From an optimization exercise on the open Yosys and OpenROAD flow, aimed at small area; shortcuts taken in it are not production practice. The RTL was checked by simulation tests, not by an equivalence proof against the original design. The flow treats the clock pin as an ideal source, which a real chip does not have. Power is estimated from default activity; no workload was simulated.

Design pd_controller, start of the top module:
module pd_controller #(
  parameter int INPUT_WIDTH    = 18,
  parameter int OUTPUT_WIDTH   = 32,
  parameter int INTEGRAL_LIMIT = 2**24
) (
  input  logic                    clk,
  input  logic                    rst_n,
  input  logic                    enable,
  input  logic                    clear_integral,
  input  logic [INPUT_WIDTH-1:0]  kp_in,
  input  logic [INPUT_WIDTH-1:0]  ki_in,
  input  logic [INPUT_WIDTH-1:0]  setpoint_in,
  input  logic                    sample_valid,
  input  logic [INPUT_WIDTH-1:0]  sample,
  output logic                    sample_ready,
  output logic                    out_valid,
  input  logic                    out_ready,
  output logic [OUTPUT_WIDTH-1:0] out_data,
  output logic [OUTPUT_WIDTH-1:0] integral_out,
  output logic                    integral_sat,
  output logic                    busy,
  output logic [pd_pkg::OVR_W-1:0] overrun_count
);
Size: ~1000 cells after synthesis, ~160 I/O pins, ~10000 um2 of cells after synthesis.
clock: 10.0 ns
lec_check: 0
abc_area: 1
cap_margin: 20
core_margin: 2
core_utilization: 40
cts_buf_list: sky130_fd_sc_hd__clkbuf_8 sky130_fd_sc_hd__clkbuf_16
gpl_timing_driven: 0
place_density: 0.6
slew_margin: 20
standard.sh (not shown) runs the stock make flow with config.mk's settings and CLKGATE_MAP_FILE= SYNTH_SCRIPT=/design/flow/synth_recipe.tcl, a recipe that flattens the netlist after the stock synthesis.
==> flow/flow/run.sh <==
#!/bin/bash
# Standard synthesis, then its combinational logic is improved for area while
# its registers, full adders and their names are kept: full adders are flipped to
# their dual form where that removes inverters (fa_flip.tcl, fa_flip.py) and
# the rest of the logic is re-mapped by ABC with an area-only script
# (remap.tcl). Then the standard layout with four changes: after floorplan the
# adders are flipped once more; the port buffers use the smallest buffer cell;
# the clock tree has a clkbuf_16 root, clkbuf_8 leaves and no dummy loads;
# after CTS, leaves that drive many flip-flops become clkbuf_16 (clk_fix.tcl).
set -e
RES=$PWD/orfs/results/$FLOW_PLATFORM/pd_controller/base
export FA_FLIP_DIR="$PWD/flow"
export FA_FLIP_WORK="$PWD"
bash standard.sh synth > standard_synth.log 2>&1
cp $RES/1_2_yosys.v $PWD/synth_standard.v
FLIP_IN=$PWD/synth_standard.v FLIP_OUT=$PWD/synth_flipped.v \
  openroad -no_init -exit $PWD/flow/flip_netlist.tcl > flip_netlist.log 2>&1
REMAP_LIB=$FLOW_HOME/platforms/$FLOW_PLATFORM/lib/sky130_fd_sc_hd__tt_025C_1v80.lib \
REMAP_TOP=$FLOW_TOP REMAP_IN=$PWD/synth_flipped.v REMAP_OUT=$PWD/synth_remap.v \
  yosys -c $PWD/flow/remap.tcl > remap.log 2>&1
cp $PWD/synth_remap.v $RES/1_2_yosys.v
rm -f $RES/1_synth.odb $RES/1_synth.sdc
export POST_FLOORPLAN_TCL="$PWD/flow/fa_flip.tcl"
export PRE_GLOBAL_PLACE_TCL="$PWD/flow/pre_gpl.tcl"
export BUFFER_PORTS_ARGS="-buffer_cell sky130_fd_sc_hd__buf_1"
export CTS_ARGS="-sink_clustering_enable -repair_clock_nets -dont_use_dummy_load -root_buf sky130_fd_sc_hd__clkbuf_16 -buf_list {sky130_fd_sc_hd__clkbuf_8}"
export POST_CTS_TCL="$PWD/flow/clk_fix.tcl"
bash standard.sh > standard.log 2>&1
==> flow/flow/pre_gpl.tcl <==
# Global placement runs without timing-driven mode; remove the buffers that
# synthesis left (as timing-driven mode would) before the ports are buffered.
remove_buffers
==> flow/flow/remap.tcl <==
# Re-map the combinational logic of the standard synthesis for area.
# The registers, full adders and tie cells of the standard synthesis are
# kept as they are (same cells, same names); everything else (half adders
# included) is handed to ABC with an area-only mapping script and mapped
# back to the library.
yosys -import
set lib $::env(REMAP_LIB)
set top $::env(REMAP_TOP)
read_liberty -ignore_miss_func $lib
read_verilog $::env(REMAP_IN)
hierarchy -top $top
set keep {}
foreach m [split [exec grep -o {sky130_fd_sc_hd__[a-z0-9_]*} $::env(REMAP_IN) | sort -u] "\n"] {
  if {[regexp {__(dfxtp|edfxtp|dfrtp|dfstp|dfxbp|dfrbp|dfbbp|dfsbp|edfxbp|sdf|dlx|dlrtp|fa_|conb_)} $m]} {
    lappend keep $m
  }
}
puts "remap: keeping [join $keep { }]"
foreach m $keep { setattr -mod -set keep_hierarchy 1 $m }
flatten
# the port wires of flattened cells are aliases; hide them so they go away
yosys rename -hide w:*.*
opt_clean -purge
abc -liberty $lib -dont_use sky130_fd_sc_hd__probe_p_8 -dont_use sky130_fd_sc_hd__probec_p_8 \
    -dont_use sky130_fd_sc_hd__lpflow_* -script "+strash; dch -f; amap -x; topo"
opt_clean -purge
hilomap -singleton -hicell sky130_fd_sc_hd__conb_1 HI -locell sky130_fd_sc_hd__conb_1 LO
splitnets
opt_clean -purge
insbuf -buf sky130_fd_sc_hd__buf_4 A X
select $top
check
write_verilog -noattr -nohex -nodec -selected $::env(REMAP_OUT)
Other scripts of this flow, unchanged in this note and not shown: flow/flow/clk_fix.tcl, flow/flow/fa_flip.py, flow/flow/fa_flip.tcl, flow/flow/flip_netlist.tcl
Edit:
--- a/flow/flow/run.sh
+++ b/flow/flow/run.sh
@@ -24 +23,0 @@
-export PRE_GLOBAL_PLACE_TCL="$PWD/flow/pre_gpl.tcl"
removed: flow/flow/pre_gpl.tcl
What happened: The changed run passed the timing, DRC and antenna checks; setup slack loses 0.11 ns; worst hold slack stays flat; clock skew barely changes; maximum frequency decreases slightly; register-to-register slack is worse by 0.11 ns; flip-flop and latch count stays the same.
Edit:
--- a/flow/flow/run.sh
+++ b/flow/flow/run.sh
@@ -3 +3 @@
-# its registers, full adders and their names are kept: full adders are flipped to
+# its registers, adders and their names are kept: full adders are flipped to
--- a/flow/flow/remap.tcl
+++ b/flow/flow/remap.tcl
@@ -2,4 +2,3 @@
-# The registers, full adders and tie cells of the standard synthesis are
-# kept as they are (same cells, same names); everything else (half adders
-# included) is handed to ABC with an area-only mapping script and mapped
-# back to the library.
+# The registers, full/half adders and tie cells of the standard synthesis
+# are kept as they are (same cells, same names); everything else is handed
+# to ABC with an area-only mapping script and mapped back to the library.
@@ -14 +13 @@
-  if {[regexp {__(dfxtp|edfxtp|dfrtp|dfstp|dfxbp|dfrbp|dfbbp|dfsbp|edfxbp|sdf|dlx|dlrtp|fa_|conb_)} $m]} {
+  if {[regexp {__(dfxtp|edfxtp|dfrtp|dfstp|dfxbp|dfrbp|dfbbp|dfsbp|edfxbp|sdf|dlx|dlrtp|fa_|ha_|conb_)} $m]} {
Settings changed: GPL_TIMING_DRIVEN 0 to not set.
Worst setup slack is better by 0.14 ns.
Clock skew is about the same.
Hold slack got worse by 0.0037 ns.
Edit:
--- a/flow/flow/remap.tcl
+++ b/flow/flow/remap.tcl
@@ -13 +13 @@
-  if {[regexp {__(dfxtp|edfxtp|dfrtp|dfstp|dfxbp|dfrbp|dfbbp|dfsbp|edfxbp|sdf|dlx|dlrtp|fa_|ha_|conb_)} $m]} {
+  if {[regexp {__(dfxtp|edfxtp|dfrtp|dfstp|dfxbp|dfrbp|dfbbp|dfsbp|edfxbp|sdf|dlx|dlrtp|fa_|conb_)} $m]} {
Cell area goes down by about 1.8%. Die area drops by 1.6%. Sequential power is higher by about 3%.

-- static timing again, ports no longer ideal --
In the flow no input, the clock included, has a driving cell. The finished layouts below were timed again as built, in two steps. Step 1: set_driving_cell puts a clkbuf_16 on clk and a buf_2 on each other input, an assumption about the parent block. Step 2 moves the port delays by t, midway between the first and last clock arrival at a register: inputs arrive t later, outputs are due t later. That takes back most of the time a late clock gives input paths. a / b / c = ideal ports / drivers / drivers and shift; a / b = the first two.
| run | shift t [ns] | setup WS [ns] | clock arrival spread, ns | worst register clock-pin slew, ns | worst data-port slew with drivers (ns) |
|---|---|---|---|---|---|
| the first run | 0.416 | 0.969 / 0.969 / 0.718 | 0.026 / 0.026 | 0.09 / 0.09 | 0.05 |
| the second run | 0.432 | 0.864 / 0.864 / 0.724 | 0.024 / 0.024 | 0.09 / 0.09 | 0.05 |
| the third run | 0.427 | 1.004 / 1.026 / 0.599 | 0.026 / 0.026 | 0.09 / 0.09 | 0.04 |
| the fourth run | 0.429 | 1.109 / 1.134 / 0.705 | 0.024 / 0.024 | 0.09 / 0.09 | 0.04 |
After both steps every run listed still meets setup and hold. For the third run, which loses most, drivers alone change the setup slack by +0.022 ns; drivers and shift together by -0.405 ns.
